This is an optimization exercise on Yosys and OpenROAD, whose aim is small area and a short achievable clock period, not a production implementation. RTL that was checked went through simulation tests only; none was proved equivalent to the original. Power figures rest on the tool's default switching activity, not on a simulated workload.

==> flow/design.v (excerpt) <==
module pwl_func_mc #(
  parameter int N_CH       = 4,
  parameter int IN_WIDTH   = 16,
  parameter int SEG_BITS   = 4,
  parameter int FRAC_BITS  = 8,
  parameter int X_MIN      = -2048,
  parameter int COEF_WIDTH = 18,
  parameter int OUT_WIDTH  = 16
) (
  input  logic                  clk,
  input  logic                  rst,
  input  logic                  in_valid,
  output logic                  in_ready,
  input  logic [$clog2(N_CH)-1:0] in_ch,
  input  logic [IN_WIDTH-1:0]   in_,
  output logic                  out_valid,
  input  logic                  out_ready,
  output logic [$clog2(N_CH)-1:0] out_ch,
  output logic [OUT_WIDTH-1:0]  out,
  output logic [1:0]            out_flags,
  input  logic                  cfg_we,
  output logic                  cfg_ready,
  input  logic [$clog2(N_CH)-1:0] cfg_ch,
  input  logic                  cfg_sel,
  input  logic [SEG_BITS-1:0]   cfg_addr,
  input  logic [COEF_WIDTH-1:0] cfg_data
);
For scale: ~5100 cells after synthesis, roughly 2500 flip-flops, ~71 I/O pins, about 94000 sq um of cells after synthesis.
export LEC_CHECK = 0
export CAP_MARGIN = 20
export CORE_MARGIN = 2
export CORE_UTILIZATION = 35
export CTS_BUF_LIST = sky130_fd_sc_hd__clkbuf_16
export CTS_CLUSTER_DIAMETER = 100
export CTS_CLUSTER_SIZE = 25
export PLACE_DENSITY = 0.5
export SETUP_SLACK_MARGIN = 4.55
export SLEW_MARGIN = 20
create_clock -name core_clock -period 8.2 [get_ports {clk}]
standard.sh (not shown) runs the stock make flow with config.mk's settings and CLKGATE_MAP_FILE= SYNTH_SCRIPT=/design/flow/synth_recipe.tcl, a recipe that flattens the netlist after the stock synthesis.
==> flow/flow/run.sh <==
#!/bin/bash
# Layout: the standard ORFS flow (standard.sh, unchanged synthesis and
# steps), except that the port buffers that global placement inserts are
# buf_4 cells instead of buffer_ports' default pick, a slow delay cell that
# the resizer often leaves on input paths. Every port still gets its buffer.
# ORFS's full output goes to orfs_flow.log in this folder.
set -euo pipefail
export BUFFER_PORTS_ARGS="-buffer_cell sky130_fd_sc_hd__buf_4"
bash standard.sh > orfs_flow.log 2>&1
The first run finished clean.
Next try:
Settings changed: CORE_UTILIZATION 35 to 40, PLACE_DENSITY 0.5 to 0.55.
What happened:
- The changed run ran to the end with no violations
- clock-buffer cell count is unchanged
- sequential cell count is unchanged
- final area goes down by 0.56%
- synthesized cell count stays the same
- clock power hardly moves
- total power hardly moves
Next try:
Settings changed: CORE_UTILIZATION 40 to 50, PLACE_DENSITY 0.55 to 0.65, TNS_END_PERCENT set to 30.
Effect: Cell area goes down by 0.66%; hold slack gets better by 0.0048 ns; via count goes up by 1.0%; wire length goes down by 4.5%; worst setup slack gets worse by 0.097 ns; synthesized cell count does not change; register-to-register slack gets worse by 0.17 ns; area after synthesis is unchanged.
Next try:
Settings changed: PLACE_DENSITY 0.65 to 0.72, TNS_END_PERCENT 30 to unset.
- The new run passed the timing, DRC and antenna checks
- global-route usage decreases by 0.71 points
- via count is higher by 0.41%
- power is higher by 1.1%
- synthesized area stays the same
- worst hold slack loses 0.0073 ns
- critical path depth rises by 5
- worst setup slack loses 0.096 ns
- routed wire length falls by 2.5%
- count of clock-buffer cells in the layout grows by 2
- clock skew climbs by 0.018 ns
- register-to-register slack improved by 0.19 ns

---

Another version of the RTL of pwl_func_mc (not shown whole).
Size: about 5400 cells after synthesis.
export LEC_CHECK = 0
export CAP_MARGIN = 20
export CORE_MARGIN = 2
export CORE_UTILIZATION = 50
export CTS_BUF_LIST = sky130_fd_sc_hd__clkbuf_16
export CTS_CLUSTER_DIAMETER = 100
export CTS_CLUSTER_SIZE = 25
export PLACE_DENSITY = 0.65
export SETUP_SLACK_MARGIN = 4.55
export SLEW_MARGIN = 20
create_clock -name core_clock -period 8.2 [get_ports {clk}]
Scripts as last shown in full above: flow/flow/run.sh
Next try:
SETUP_SLACK_MARGIN = 4.4   (was 4.55)
Final cell count came out lower slightly.
Sequential power barely changes.
Synthesized area is unchanged.
Hold slack gains 0.012 ns.
First-iteration DRC count came out lower by a few percent.
Clock skew came out lower by 0.018 ns.
Global-route usage came out lower by 1.2 points.
Non-clock buffer count came out lower by 60.
Via count came out lower by a few percent.
No run of this note included a check of the RTL's function; only the layout flow was run.

---

RTL: one of the versions met above, not the one the previous note started from.
Size: ~2500 flip-flops, roughly 71 I/O pins, roughly 94000 um2 of cells after synthesis.
==> flow/config.mk <==
export PLATFORM = sky130hd
export DESIGN_NAME = pwl_func_mc
export DESIGN_NICKNAME = pwl_func_mc
export VERILOG_FILES = /design/flow/design.v
export SDC_FILE = /design/flow/constraint.sdc
export NUM_CORES = 4
export LEC_CHECK = 0
export CAP_MARGIN = 20
export CORE_MARGIN = 2
export CORE_UTILIZATION = 45
export CTS_BUF_LIST = sky130_fd_sc_hd__clkbuf_16
export CTS_CLUSTER_DIAMETER = 100
export CTS_CLUSTER_SIZE = 25
export PLACE_DENSITY = 0.6
export SETUP_SLACK_MARGIN = 4.55
export SLEW_MARGIN = 20
==> flow/constraint.sdc <==
create_clock -name core_clock -period 8.2 [get_ports {clk}]
set_input_delay 1.6400 -clock core_clock [delete_from_list [all_inputs] [get_ports {clk}]]
set_output_delay 1.6400 -clock core_clock [all_outputs]
set_load 0.01 [all_outputs]
Scripts as last shown in full above: flow/flow/run.sh
==> next run, changes <==
==> flow/run.sh (new file) <==
#!/bin/bash
# synth_recipe.tcl (not shown) runs the flow's synth.tcl, then flattens the netlist and writes it again
# the make line also repeats each setting of config.mk as NAME=value (left out here)
make -C /OpenROAD-flow-scripts/flow DESIGN_CONFIG=/design/flow/config.mk WORK_HOME=/design/flow/orfs CLKGATE_MAP_FILE= SYNTH_SCRIPT=/design/flow/synth_recipe.tcl finish
Settings changed: CORE_UTILIZATION 45 to 50, PLACE_DENSITY 0.6 to 0.65.
removed: flow/flow/run.sh
removed: flow/standard.sh
=> The new run ran to the end with no violations. Total power came out higher by 0.73%. Clock-buffer cell count came out higher by 1. Setup slack loses 130 ps. Maximum frequency came out lower by 3.4%. Synthesized area does not change. Cell area came out higher by 1.9%.
==> next run, changes <==
==> flow/flow/run.sh (new file) <==
#!/bin/bash
# Layout: the standard ORFS flow (standard.sh, unchanged synthesis and
# steps), except that the port buffers that global placement inserts are
# buf_4 cells instead of buffer_ports' default pick, a slow delay cell that
# the resizer often leaves on input paths. Every port still gets its buffer.
# ORFS's full output goes to orfs_flow.log in this folder.
set -euo pipefail
export BUFFER_PORTS_ARGS="-buffer_cell sky130_fd_sc_hd__buf_4"
bash standard.sh > orfs_flow.log 2>&1
==> flow/standard.sh (new file) <==
#!/bin/bash
# synth_recipe.tcl (not shown) runs the flow's synth.tcl, then flattens the netlist and writes it again
# the make line also repeats each setting of config.mk as NAME=value (left out here)
make -C /OpenROAD-flow-scripts/flow DESIGN_CONFIG=/design/flow/config.mk WORK_HOME=/design/flow/orfs CLKGATE_MAP_FILE= SYNTH_SCRIPT=/design/flow/synth_recipe.tcl "${@:-finish}"
removed: flow/run.sh
Design area decreases by 2.1%.
Routed wire length fell by 1.0%.
Area after synthesis stays the same.
==> next run, changes <==
Settings changed: PLACE_DENSITY 0.65 to 0.6.
What happened: The changed run finished clean. Worst setup slack gets worse by 12 ps. Register-to-register slack degrades by 30 ps. Fmax fell by 0.32%. Global-route usage climbs by 1.3 points.

[static timing again, ports no longer ideal]
In the flow no input, the clock included, has a driving cell. The finished layouts below were timed again as built, in two steps. Step 1 sets driving cells, clkbuf_16 on the clock port and buf_2 on the other inputs (assumed; they add their load-dependent delay and slew). Step 2 adds t to the input delays and takes it off the output delays; t is the mean of the earliest and latest rising clock arrival at the registers after step 1. Input paths then give back, and output paths get back, about the clock's delay inside the block. a / b / c = ideal / step 1 / step 2; a / b = the first two.
run	shift t [ns]	setup slack, ns	hold slack, ns	clock arrival spread, ns
the first run of note 1	0.902	4.530 / 4.472 / 3.570	0.428 / 0.428 / 0.428	0.040 / 0.040
the second run of note 1	0.893	4.538 / 4.403 / 3.511	0.435 / 0.435 / 0.435	0.046 / 0.045
the third run of note 1	0.873	4.441 / 4.364 / 3.491	0.440 / 0.440 / 0.440	0.033 / 0.033
the fourth run of note 1	0.877	4.346 / 4.407 / 3.530	0.432 / 0.432 / 0.432	0.058 / 0.058
the first run of note 2	0.909	4.270 / 4.310 / 3.400	0.427 / 0.427 / 0.427	0.059 / 0.059
the second run of note 2	0.885	4.219 / 4.255 / 3.370	0.439 / 0.439 / 0.439	0.036 / 0.036
the first run of note 3	0.899	4.524 / 4.427 / 3.527	0.448 / 0.448 / 0.448	0.043 / 0.043
the second run of note 3	0.882	4.396 / 4.270 / 3.388	0.429 / 0.429 / 0.429	0.046 / 0.046
the third run of note 3	0.872	4.501 / 4.387 / 3.515	0.432 / 0.432 / 0.432	0.032 / 0.032
the fourth run of note 3	0.885	4.489 / 4.436 / 3.551	0.433 / 0.433 / 0.433	0.058 / 0.058
After both steps every run listed still meets setup and hold. For the second run of note 1, which loses most, drivers alone change the setup slack by -0.135 ns; drivers and shift together by -1.027 ns.
